This design comes from an exercise in tuning for small area and a short achievable clock period on the open sky130 flow, not from production work.
Only simulation tests tie the RTL to the original design; equivalence was not proved.
Power is estimated from default activity; no workload was simulated.

Setup of oak:
// fpu_top
module fpu_top (
	input  wire         clk,
	input  wire         rstn,
	input       fpu_pkg::instr_t instr,
	input       fpu_pkg::fp32_t  x1,	 
	input       fpu_pkg::int32_t x2,	 
	output fpu_pkg::fp32_t       y,
	output fpu_pkg::fpu_exc_t    exc
);
Size in the first run: about 1300 cells after synthesis, about 120 I/O pins.
Settings: LEC_CHECK=0, CAP_MARGIN=20, CORE_MARGIN=2, CORE_UTILIZATION=40, PLACE_DENSITY=0.75, SLEW_MARGIN=20; clock period 8.0 ns.
standard.sh (not shown) runs the stock make flow with config.mk's settings and CLKGATE_MAP_FILE= SYNTH_SCRIPT=/design/flow/synth_recipe.tcl, a recipe that flattens the netlist after the stock synthesis.
==> flow/flow/run.sh <==
#!/bin/bash
# Standard synthesis, then the combinational logic re-mapped by ABC with
# iterated choice-based mapping (flip-flops untouched), then the standard
# layout from floorplan on, with plain buffers on the ports and a
# lighter clock tree.
set -euo pipefail
WORK=$(pwd)
R=$WORK/orfs/results/$FLOW_PLATFORM/fpu_top/base
LOGS=$WORK/orfs/logs/$FLOW_PLATFORM/fpu_top/base
bash standard.sh synth > $WORK/flow_synth.log 2>&1
cp $R/1_2_yosys.v $R/1_2_yosys.std.v
YOSYS=$FLOW_HOME/../tools/install/yosys/bin/yosys
[ -x "$YOSYS" ] || YOSYS=$(command -v yosys)
export REABC_LIB=$FLOW_HOME/platforms/$FLOW_PLATFORM/lib/sky130_fd_sc_hd__tt_025C_1v80.lib
export REABC_IN=$R/1_2_yosys.std.v
export REABC_OUT=$R/1_2_yosys.v
export REABC_SCRIPT=$WORK/flow/abc.scr
export REABC_CONSTR=$WORK/orfs/objects/$FLOW_PLATFORM/fpu_top/base/abc.constr
export REABC_DONT_USE="$(grep -m1 -- '^abc -script' $LOGS/1_2_yosys.log | grep -o -- '-dont_use [^ ]*' | awk '{print $2}' | tr '\n' ' ')"
export REABC_FLOPS="$(grep -o 'sky130_fd_sc_hd__[a-z]*df[a-z0-9_]*' $R/1_2_yosys.std.v | sort -u | tr '\n' ' ')"
$YOSYS -c $WORK/flow/reabc.tcl > $WORK/flow_reabc.log 2>&1
rm -f $R/1_synth.odb $R/1_synth.sdc
export SETUP_SLACK_MARGIN=5.3
# port buffers: the smallest plain buffer, which the resizer upsizes where needed
export BUFFER_PORTS_ARGS="-buffer_cell sky130_fd_sc_hd__buf_1"
# clock tree: mid-size buffers and no dummy loads
export CTS_ARGS="-sink_clustering_enable -repair_clock_nets -buf_list sky130_fd_sc_hd__clkbuf_8 -dont_use_dummy_load"
bash standard.sh finish > $WORK/flow_finish.log 2>&1
Other scripts of this flow, unchanged in this note and not shown: flow/flow/abc.scr, flow/flow/reabc.tcl
Edits applied to the flow inputs when going from oak to pine:
Settings: setting TNS_END_PERCENT to 20 for the first time.
--- a/flow/flow/run.sh
+++ b/flow/flow/run.sh
@@ -22,3 +22,3 @@
 rm -f $R/1_synth.odb $R/1_synth.sdc
-export SETUP_SLACK_MARGIN=5.3
+export SETUP_SLACK_MARGIN=5.2
 # port buffers: the smallest plain buffer, which the resizer upsizes where needed
--- outcome ---
The flow did not stop early for pine: all stages ran, and the layout cleared the timing, design-rule and antenna checks.
Between pine and oak, the peak fanout along the critical path is higher for pine.
Design internal power sits lower in pine than in oak.
oak → pine: global-route usage down 0.49 points, register-to-register setup slack picked up an extra 0.04 ns, worst-case reg-to-reg path depth has decreased.
Summary of pine over oak: relative contribution of the clock network to total power climbed 0.8 points, achievable clock frequency shows a reduction of 2.8%, slew of the pin with the lowest slew margin dropped 0.035 ns, die area neither gained nor lost much.
For birch, these inputs were changed with respect to pine:
Settings: CORE_UTILIZATION changed from 40 to 50; TNS_END_PERCENT removed (was 20).
--- a/flow/flow/run.sh
+++ b/flow/flow/run.sh
@@ -22,3 +22,3 @@
 rm -f $R/1_synth.odb $R/1_synth.sdc
-export SETUP_SLACK_MARGIN=5.2
+export SETUP_SLACK_MARGIN=5.3
 # port buffers: the smallest plain buffer, which the resizer upsizes where needed
- Compared with pine, final cell count in birch decreased slightly.
- The net count of the finished layout in birch was higher than what pine gave.
- Maximum frequency went up by a few percent going from pine to birch.
- The final reports for birch and pine show total routed wirelength higher in the former.
- Summary of birch over pine: area of the multi-input gates has increased, sequential share of layout area has decreased.
Relative to birch, the following input files were edited for maple:
Settings: CORE_UTILIZATION now 40, was 50; PLACE_DENSITY no longer set, was 0.75.
First-iteration DRC count delta for maple relative to birch: 1.9% higher. Between birch and maple, the hold slack is lower for birch. Count of clock-net buffers in the final layout across birch and maple: no real change. Re routed via count: birch and maple aren't equal, and the lower value belongs to maple. On routed length on met2, birch and maple are neck and neck. Routed wire length per instance shrinks by a few percent when moving from birch to maple. Going from birch to maple, floorplan die width grows by 15 um. Met3 global-route usage: maple vs birch down 1.4 points. NOTE: core utilization of the finished layout in maple falls short of that of birch.
--- input diff maple..cedar ---
Settings: setting PLACE_DENSITY to 0.7 for the first time.
--- a/flow/flow/run.sh
+++ b/flow/flow/run.sh
@@ -22,3 +22,3 @@
 rm -f $R/1_synth.odb $R/1_synth.sdc
-export SETUP_SLACK_MARGIN=5.3
+export SETUP_SLACK_MARGIN=5.2
 # port buffers: the smallest plain buffer, which the resizer upsizes where needed
### Flow results
Between maple and cedar, the difference in maximum level of the CTS H-tree is negligible.
Compared cedar vs maple, and clock latency reported for the late side of the worst-skew pair is down in cedar.
Going from maple to cedar, clock power share shrinks by 0.4 points.
cedar and maple ended up with roughly the same critical path required time.
Between cedar and maple, it is cedar whose share of cell area taken by multi-input logic gates is higher, by 0.17 points.
On worst hold slack, maple and cedar are basically level.
Changes observed in cedar relative to maple: minimum period implied by the final worst setup slack up 0.079 ns, layout-stage area growth over the synthesis result down 1.2 points.
The lower worst path setup slack after routing came out of cedar.
cedar ends up with a final instance area that is about 1% lower than in maple.

[what the ideal ports hide]
No port has a modelled driver above. Below, the same layouts with a new extraction and two added sets of constraints. Step 1 sets driving cells, clkbuf_16 on the clock port and buf_2 on the other inputs (assumed; they add their load-dependent delay and slew). Step 2 also shifts input and output timing later by t, the mid clock arrival at the registers, as if the neighbouring blocks saw the same clock. a / b / c = ideal / step 1 / step 2; a / b = the first two.
run | t (ns) | slack for setup (ns) | worst slew at a driven data input, ns
oak | 0.462 | 5.138 / 5.153 / 4.691 | 0.04
pine | 0.470 | 5.055 / 5.079 / 4.610 | 0.04
birch | 0.464 | 5.223 / 5.231 / 4.768 | 0.05
maple | 0.481 | 5.189 / 5.208 / 4.727 | 0.05
cedar | 0.459 | 5.110 / 5.129 / 4.670 | 0.05
After both steps setup and hold are still met in every run listed. For maple, which loses most, drivers alone change the setup slack by +0.019 ns; drivers and shift together by -0.462 ns.
